Background: an optimization exercise with open tools, aiming at small area, a short achievable clock period and few clock cycles per item. Do not read the settings as production practice.
Where RTL was checked, it was by simulation tests only, not by an equivalence proof against the original.
No activity file was given, so power comes from the tool's default toggle rates.

==> flow/design.v <==
`default_nettype none
package sst_pkg;
   localparam int CAPACITY_DEFAULT = 16;
   localparam int KEY_BITS_DEFAULT = 16;
   localparam int COUNT_W = 16;
   localparam int TOTAL_W = 20;
   localparam int KEY_PORT_W = 16;
   localparam logic [COUNT_W-1:0] LIMIT_RESET = 16'd64;
   localparam logic CMD_INSERT = 1'b0;
   localparam logic CMD_QUERY  = 1'b1;
   localparam logic STATUS_OK      = 1'b0;
   localparam logic STATUS_NOSPACE = 1'b1;
endpackage
`default_nettype wire
`default_nettype none
module sst_ram #(
   parameter int WIDTH     = 32,
   parameter int DEPTH     = 16,
   parameter int ADDR_BITS = (DEPTH > 1) ? $clog2(DEPTH) : 1
) (
   input  wire logic                 clock,
   input  wire logic                 wr_en,
   input  wire logic [ADDR_BITS-1:0] wr_addr,
   input  wire logic [WIDTH-1:0]     wr_data,
   input  wire logic [ADDR_BITS-1:0] rd_addr,
   output logic      [WIDTH-1:0]     rd_data
);
   logic [WIDTH-1:0] mem_ff [DEPTH];
   logic [WIDTH-1:0] rd_data_ff;
   assign rd_data = rd_data_ff;
   always_ff @(posedge clock) begin
      if (wr_en) begin
         mem_ff[wr_addr] <= wr_data;
      end
      rd_data_ff <= mem_ff[rd_addr];
   end
endmodule
`default_nettype wire
`default_nettype none
module sorted_stack_count_table
#(
   parameter int CAPACITY = sst_pkg::CAPACITY_DEFAULT,
   parameter int KEY_BITS = sst_pkg::KEY_BITS_DEFAULT
) (
   input  wire logic                  clock,
   input  wire logic                  reset,
   input  wire logic                  req_valid,
   output logic                       req_ready,
   input  wire logic                  req_cmd,
   input  wire logic [sst_pkg::KEY_PORT_W-1:0] req_item_key,
   input  wire logic [sst_pkg::COUNT_W-1:0]    req_add_count,
   output logic                       rsp_valid,
   input  wire logic                  rsp_ready,
   output logic                       rsp_status,
   output logic                       rsp_found,
   output logic [sst_pkg::COUNT_W-1:0]         rsp_item_count,
   output logic [sst_pkg::TOTAL_W-1:0]         rsp_total_units,
   input  wire logic                  csr_wr_en,
   input  wire logic [sst_pkg::COUNT_W-1:0]    csr_wr_data
);
   localparam int CW = sst_pkg::COUNT_W;
   localparam int TW = sst_pkg::TOTAL_W;
   localparam int IW = (CAPACITY > 1) ? $clog2(CAPACITY) : 1;
   localparam int UW = $clog2(CAPACITY + 1);
   logic [KEY_BITS-1:0] key_ff [CAPACITY];
   logic [CW-1:0]       cnt_ff [CAPACITY];
   logic [UW-1:0]       used_ff;            
   logic [TW-1:0]       total_ff;
   logic [CW-1:0]       limit_ff;
   logic                a_v;
   logic                a_cmd;
   logic [KEY_BITS-1:0] a_key;
   logic [CW-1:0]       a_add;
   logic                p_v;
   logic                p_cmd;
   logic [KEY_BITS-1:0] p_key;
   logic [CW-1:0]       p_add;
   logic [IW-1:0]       p_idx;              
   logic                p_hit;
   logic [CW-1:0]       p_cnt;
   logic [CW-1:0]       p_room;             
   logic                p_big;              
   logic                p_same;
   logic                r_v, s_v;
   logic                r_status, r_found, s_status, s_found;
   logic [CW-1:0]       r_count, s_count;
   logic [TW-1:0]       r_total;
   logic                lr_found;
   logic [CW-1:0]       lr_count;
   logic [IW-1:0]       lr_idx;             
   function automatic logic [CW-1:0] add_pp(input logic [CW-1:0] a, input logic [CW-1:0] b);
      logic [CW-1:0] p, g, gn, pn, pp;
      p  = a ^ b;
      g  = a & b;
      pp = p;
      for (int d = 1; d < CW; d = d * 2) begin
         gn = g;
         pn = pp;
         for (int i = d; i < CW; i++) begin
            gn[i] = g[i] | (pp[i] & g[i-d]);
            pn[i] = pp[i] & pp[i-d];
         end
         g  = gn;
         pp = pn;
      end
      add_pp = p ^ {g[CW-2:0], 1'b0};
   endfunction
   function automatic logic le_pp(input logic [CW-1:0] a, input logic [CW-1:0] b);
      logic [CW-1:0] gt, eq;
      gt = a & ~b;
      eq = ~(a ^ b);
      for (int w = 1; w < CW; w = w * 2) begin
         for (int i = 0; i + w < CW; i = i + 2 * w) begin
            gt[i] = gt[i+w] | (eq[i+w] & gt[i]);
            eq[i] = eq[i+w] & eq[i];
         end
      end
      le_pp = !gt[0];
   endfunction
   logic                fire;               
   logic                a_go;               
   logic                a_v_nx, p_v_nx, r_v_nx, s_v_nx;
   logic                rdy_ff;
   assign fire      = p_v & ~s_v;
   assign a_go      = ~p_v | ~s_v;
   assign req_ready = rdy_ff;
   assign rsp_valid       = r_v;
   assign rsp_status      = r_status;
   assign rsp_found       = r_found;
   assign rsp_item_count  = r_count;
   assign rsp_total_units = r_total;
   always_comb begin
      a_v_nx = (req_valid && req_ready) || (a_v && !a_go);
      p_v_nx = (a_v && a_go) || (p_v && !fire);
      r_v_nx = s_v || fire || (r_v && !rsp_ready);
      s_v_nx = s_v ? !rsp_ready : (fire && r_v && !rsp_ready);
   end
   always_ff @(posedge clock) begin
      if (reset) begin
         a_v    <= 1'b0;
         p_v    <= 1'b0;
         r_v    <= 1'b0;
         s_v    <= 1'b0;
         rdy_ff <= 1'b1;
      end else begin
         a_v    <= a_v_nx;
         p_v    <= p_v_nx;
         r_v    <= r_v_nx;
         s_v    <= s_v_nx;
         rdy_ff <= !(a_v_nx && p_v_nx && s_v_nx);
      end
      if (req_ready) begin
         a_cmd <= req_cmd;
         a_key <= KEY_BITS'(req_item_key);
         a_add <= req_add_count;
      end
   end
   logic [CAPACITY-1:0] l_match;
   logic [CW-1:0]       l_cnt;
   logic [IW-1:0]       l_idx;
   always_comb begin
      l_cnt = '0;
      l_idx = '0;
      for (int i = 0; i < CAPACITY; i++) begin
         l_match[i] = (UW'(i) < used_ff) && (key_ff[i] == a_key);
         l_cnt      = l_cnt | (l_match[i] ? cnt_ff[i] : '0);
         l_idx      = l_idx | (l_match[i] ? IW'(i) : '0);
      end
   end
   always_ff @(posedge clock) begin
      if (a_go) begin
         p_cmd   <= a_cmd;
         p_key   <= a_key;
         p_add   <= a_add;
         p_idx   <= l_idx;
         p_hit   <= |l_match;
         p_cnt   <= l_cnt;
         p_room  <= limit_ff - a_add;
         p_big   <= a_add > limit_ff;
         p_same  <= fire && (a_key == p_key);
      end
   end
   logic [IW-1:0]       idx;
   logic                hit;
   logic [CW-1:0]       cnt;
   logic                fits_p, fits_r, fits;
   logic [CW-1:0]       sum_p, sum_r, sum;
   logic                ok;
   logic                ins;
   logic                do_add;
   logic                full;
   logic [IW-1:0]       widx;
   logic                res_status, res_found;
   logic [CW-1:0]       res_count;
   logic [TW-1:0]       total_nx;
   always_comb begin
      idx      = p_same ? lr_idx : p_idx;
      hit      = p_same ? lr_found : p_hit;
      cnt      = p_same ? lr_count : p_cnt;
      fits_p   = le_pp(p_cnt, p_room);
      fits_r   = le_pp(lr_count, p_room);
      fits     = (p_same && fits_r) || (!p_same && fits_p);
      sum_p    = add_pp(p_cnt, p_add);
      sum_r    = add_pp(lr_count, p_add);
      sum      = ({CW{p_same}} & sum_r) | ({CW{!p_same}} & sum_p);
      ins      = (p_cmd == sst_pkg::CMD_INSERT);
      full     = used_ff == UW'(CAPACITY);
      ok       = !p_big && fits && (hit || !full);
      do_add   = fire && ins && ok;
      widx     = hit ? idx : IW'(used_ff);
      res_status = (ins && !ok) ? sst_pkg::STATUS_NOSPACE : sst_pkg::STATUS_OK;
      res_found  = hit || (ins && ok);
      res_count  = (ins && ok) ? sum : cnt;
      total_nx   = do_add ? total_ff + TW'(p_add) : total_ff;
   end
   always_ff @(posedge clock) begin
      for (int i = 0; i < CAPACITY; i++) begin
         if (fire && (hit || !full) && widx == IW'(i)) begin
            key_ff[i] <= p_key;
            cnt_ff[i] <= res_count;
         end
      end
      if (fire) begin
         lr_idx   <= widx;
         lr_found <= res_found;
         lr_count <= res_count;
      end
      if (reset) begin
         used_ff  <= '0;
         total_ff <= '0;
         limit_ff <= sst_pkg::LIMIT_RESET;
      end else begin
         if (do_add && !hit) begin
            used_ff <= used_ff + UW'(1);
         end
         total_ff <= total_nx;
         if (csr_wr_en) begin
            limit_ff <= csr_wr_data;
         end
      end
   end
   always_ff @(posedge clock) begin
      if (!r_v || rsp_ready) begin
         r_status <= s_v ? s_status : res_status;
         r_found  <= s_v ? s_found  : res_found;
         r_count  <= s_v ? s_count  : res_count;
         r_total  <= total_nx;
      end
      if (!s_v) begin
         s_status <= res_status;
         s_found  <= res_found;
         s_count  <= res_count;
      end
   end
endmodule
`default_nettype wire
Settings: LEC_CHECK=0, ABC_CLOCK_PERIOD_IN_PS=2500, CAP_MARGIN=20, CORE_MARGIN=2, CORE_UTILIZATION=60, CTS_CLUSTER_DIAMETER=100, CTS_CLUSTER_SIZE=25, GPL_ROUTABILITY_DRIVEN=0, PLACE_DENSITY=0.7, SLEW_MARGIN=20, TNS_END_PERCENT=10; clock period 10.0 ns.
standard.sh (not shown) runs the stock make flow with config.mk's settings and CLKGATE_MAP_FILE= SYNTH_SCRIPT=/design/flow/synth_recipe.tcl, a recipe that flattens the netlist after the stock synthesis.
==> flow/flow/run.sh <==
#!/bin/bash
# The standard layout at the design's own clock period and constraints
# (constraint.sdc unchanged), with two changes to how it is made:
#  - repair_timing is asked for 7 ns of setup slack
#  - every port still gets a buffer, but a plain sky130 buffer instead of the
#    delay-cell buffer buffer_ports picks by default
set -euo pipefail
bash standard.sh SETUP_SLACK_MARGIN=7 "BUFFER_PORTS_ARGS=-buffer_cell sky130_fd_sc_hd__buf_2" finish > make_finish.log 2>&1
Testbench counts at the start, summed over its fixed seeds: cycles 4,288, requests 4,096.
Rerun with:
==> flow/flow/run.sh (replaced) <==
#!/bin/bash
# The standard layout, with repair_timing asked for 7 ns of setup slack
# at the design's own clock period and constraints (constraint.sdc unchanged)
set -euo pipefail
bash standard.sh SETUP_SLACK_MARGIN=7 finish > make_finish.log 2>&1
CORE_UTILIZATION = 75   (was 60)
GPL_ROUTABILITY_DRIVEN = not set   (was 0)
PLACE_DENSITY = 0.82   (was 0.7)
TNS_END_PERCENT = not set   (was 10)
Result: Power increases by 1.5%; flip-flop and latch count stays the same; die area decreases by 20%; clock skew increases by 9.3 ps; non-clock buffer count increases by 87.
Rerun with:
==> flow/flow/run.sh (replaced) <==
#!/bin/bash
# The standard layout at the design's own clock period and constraints
# (constraint.sdc unchanged), with two changes to how it is made:
#  - repair_timing is asked for 7.2 ns of setup slack
#  - every port still gets a buffer, but a plain sky130 buffer instead of the
#    delay-cell buffer buffer_ports picks by default
set -euo pipefail
bash standard.sh SETUP_SLACK_MARGIN=7.2 "BUFFER_PORTS_ARGS=-buffer_cell sky130_fd_sc_hd__buf_2" finish > make_finish.log 2>&1
CORE_UTILIZATION = 60   (was 75)
PLACE_DENSITY = 0.7   (was 0.82)
TNS_END_PERCENT = 10   (was not set)
- The new run ran to the end with no violations
- non-clock buffer count drops by 34
- setup slack improved by 90 ps
- via count came out lower by 8.9%
- sequential cell count does not change
- global-route usage went down by 8.3 points
- wire length fell by 11%
- clock-buffer cell count rose by 6
Rerun with:
--- a/flow/flow/run.sh
+++ b/flow/flow/run.sh
@@ -4 +4 @@
-#  - repair_timing is asked for 7.2 ns of setup slack
+#  - repair_timing is asked for 6.8 ns of setup slack
@@ -8 +8 @@
-bash standard.sh SETUP_SLACK_MARGIN=7.2 "BUFFER_PORTS_ARGS=-buffer_cell sky130_fd_sc_hd__buf_2" finish > make_finish.log 2>&1
+bash standard.sh SETUP_SLACK_MARGIN=6.8 "BUFFER_PORTS_ARGS=-buffer_cell sky130_fd_sc_hd__buf_2" finish > make_finish.log 2>&1
After rerunning:
- critical path depth rises by 10
- worst setup slack degrades by 72 ps
- total power falls slightly

========
## v58
// sorted_stack_count_table: RTL as listed in full above, without the edits since
==> flow/config.mk <==
export PLATFORM = sky130hd
export DESIGN_NAME = sorted_stack_count_table
export DESIGN_NICKNAME = sorted_stack_count_table
export VERILOG_FILES = /design/flow/design.v
export SDC_FILE = /design/flow/constraint.sdc
export NUM_CORES = 4
export LEC_CHECK = 0
export ABC_CLOCK_PERIOD_IN_PS = 2500
export CAP_MARGIN = 20
export CORE_MARGIN = 2
export CORE_UTILIZATION = 75
export CTS_CLUSTER_DIAMETER = 100
export CTS_CLUSTER_SIZE = 25
export PLACE_DENSITY = 0.82
export SLEW_MARGIN = 20
export TNS_END_PERCENT = 10
==> flow/constraint.sdc <==
create_clock -name core_clock -period 10.0 [get_ports {clock}]
set_input_delay 2.0000 -clock core_clock [delete_from_list [all_inputs] [get_ports {clock}]]
set_output_delay 2.0000 -clock core_clock [all_outputs]
set_load 0.01 [all_outputs]
==> flow/flow/run.sh <==
#!/bin/bash
# The standard layout at the design's own clock period and constraints
# (constraint.sdc unchanged), with two changes to how it is made:
#  - repair_timing is asked for 7 ns of setup slack
#  - every port still gets a buffer, but a plain sky130 buffer instead of the
#    delay-cell buffer buffer_ports picks by default
set -euo pipefail
bash standard.sh SETUP_SLACK_MARGIN=7 "BUFFER_PORTS_ARGS=-buffer_cell sky130_fd_sc_hd__buf_2" finish > make_finish.log 2>&1
v58 has completed all stages; timing, DRC and antenna checks passed.
Testbench counts of v58, summed over its fixed seeds: cycles 4,288, requests 4,096.
Input-level comparison between v39 and v58:
Settings: TNS_END_PERCENT no longer set, was 10; CORE_UTILIZATION now 60, was 75; PLACE_DENSITY now 0.7, was 0.82.
==> flow/flow/run.sh <==
#!/bin/bash
# The standard layout, with repair_timing asked for 7 ns of setup slack
# at the design's own clock period and constraints (constraint.sdc unchanged)
set -euo pipefail
bash standard.sh SETUP_SLACK_MARGIN=7 finish > make_finish.log 2>&1
Notes after the runs:
Est. power | v39 vs v58 | v39 lower
The critical path capture point comes out rsp_found in one run and r_count[12] in the other, namely in v39 and v58 respectively.
The layout-stage area growth over the synthesis result of v39 exceeds that of v58 by 2.4 points.
| maximum vdd ir drop | v39 vs v58 | 0.43% lower |
## Diff of input files: v6 against v39
Settings: setting TNS_END_PERCENT to 10 for the first time.
==> flow/flow/run.sh <==
#!/bin/bash
# The standard layout at the design's own clock period and constraints
# (constraint.sdc unchanged), with two changes to how it is made:
#  - repair_timing is asked for 7 ns of setup slack
#  - every port still gets a buffer, but a plain sky130 buffer instead of the
#    delay-cell buffer buffer_ports picks by default
set -euo pipefail
bash standard.sh SETUP_SLACK_MARGIN=7 "BUFFER_PORTS_ARGS=-buffer_cell sky130_fd_sc_hd__buf_2" finish > make_finish.log 2>&1
Looking at final worst setup slack across both flows, v6 is the weaker of the two, with v39 ahead. Diff v39 -> v6: worst hold path depth stayed essentially flat, worst path buffer plus inverter count comparable, number of buffers added by the clock tree synthesis step now sits higher. Per the comparison of v6 with v39, relative contribution of sequential cells to total power went down; non-clock buffer total of the final layout went down; count of cell types in the netlist did not really move; area fraction in and, or, nand and nor cells after synthesis did not really move; register-to-register path setup slack went down. Compared v6 vs v39, and number of cells on the worst reg-to-reg path is down in v6.
## Diff of input files: v46 against v6
Settings: TNS_END_PERCENT: 10 -> 0.
Findings:
v6 -> v46: area of all sequential standard cells flat
Worst hold slack: v46 vs v6 up 5.0 ps
v46 finished every stage and its layout cleared the timing, DRC and antenna checks.
Multi-input logic area (v46 over v6): decrease, 0.72%
Layout cell share with drive strength beyond 1 (higher): v6
Lower logic gate share of total power among v6 and v46: v46

========
Another version of the RTL of sorted_stack_count_table (not shown whole).
Size in the first run: roughly 94 I/O pins, ~32,000 um2 of cells after synthesis.
clock: 10.0 ns
lec_check: 0
abc_clock_period_in_ps: 2500
cap_margin: 20
core_margin: 2
core_utilization: 60
place_density: 0.7
slew_margin: 20
==> flow/flow/run.sh <==
#!/bin/bash
# The standard layout, with repair_timing asked for 7 ns of setup slack
# at the design's own clock period and constraints (constraint.sdc unchanged)
set -euo pipefail
bash standard.sh SETUP_SLACK_MARGIN=7 finish > make_finish.log 2>&1
Edit:
==> flow/flow/run.sh (replaced) <==
#!/bin/bash
# The standard layout, with repair_timing asked for 6 ns of setup slack
# at the design's own clock period and constraints (constraint.sdc unchanged)
set -euo pipefail
bash standard.sh SETUP_SLACK_MARGIN=6 finish > make_finish.log 2>&1
What happened:
- routed wire length came out lower by 5.8%
- worst setup slack got worse by 380 ps
- cell area came out lower by 5.8%
- cell count came out lower by 3.8%
- global-route usage came out lower by 1.2 points
- area after synthesis stays the same
- utilization came out lower by 4.2 points
- count of clock-buffer cells in the layout came out higher by 10
- maximum frequency came out lower by 10%
- register-to-register slack got worse by 380 ps
No run of this note included a check of the RTL's function; only the layout flow was run.

-- what the ideal ports hide --
Ports are ideal in the flow. The routed layouts listed here were re-timed in OpenROAD.
Step 1 assumes that a clkbuf_16 drives the clock port and a buf_2 every other input.
Step 2 also shifts input and output timing later by t, the mid clock arrival at the registers, as if the neighbouring blocks saw the same clock.
a / b / c = ideal / step 1 / step 2; a / b = the first two.
run	shift t [ns]	setup slack, ns	worst setup path after step 2	clock arrival spread, ns	cell pins on the clock port's net
the first run of note 1	0.645	6.681 / 6.681 / 6.681	register to register	0.031 / 0.030	1
the second run of note 1	0.654	6.634 / 6.634 / 6.426	input to register	0.042 / 0.042	1
the third run of note 1	0.640	6.725 / 6.667 / 6.751	register to register	0.028 / 0.028	1
the fourth run of note 1	0.643	6.653 / 6.653 / 6.653	register to register	0.034 / 0.034	1
v58	0.656	6.683 / 6.657 / 6.515	input to register	0.031 / 0.032	1
v39	0.641	6.741 / 6.682 / 6.443	input to register	0.025 / 0.025	1
v6	0.644	6.703 / 6.684 / 6.703	register to register	0.036 / 0.036	1
v46	0.641	6.660 / 6.660 / 6.660	register to register	0.032 / 0.032	1
the first run of note 3	0.676	6.549 / 6.549 / 6.547	input to register	0.030 / 0.030	1
the second run of note 3	0.688	6.168 / 6.168 / 6.168	register to register	0.025 / 0.025	1
After both steps every run listed still meets setup and hold. For v39, which loses most, drivers alone change the setup slack by -0.059 ns; drivers and shift together by -0.298 ns.
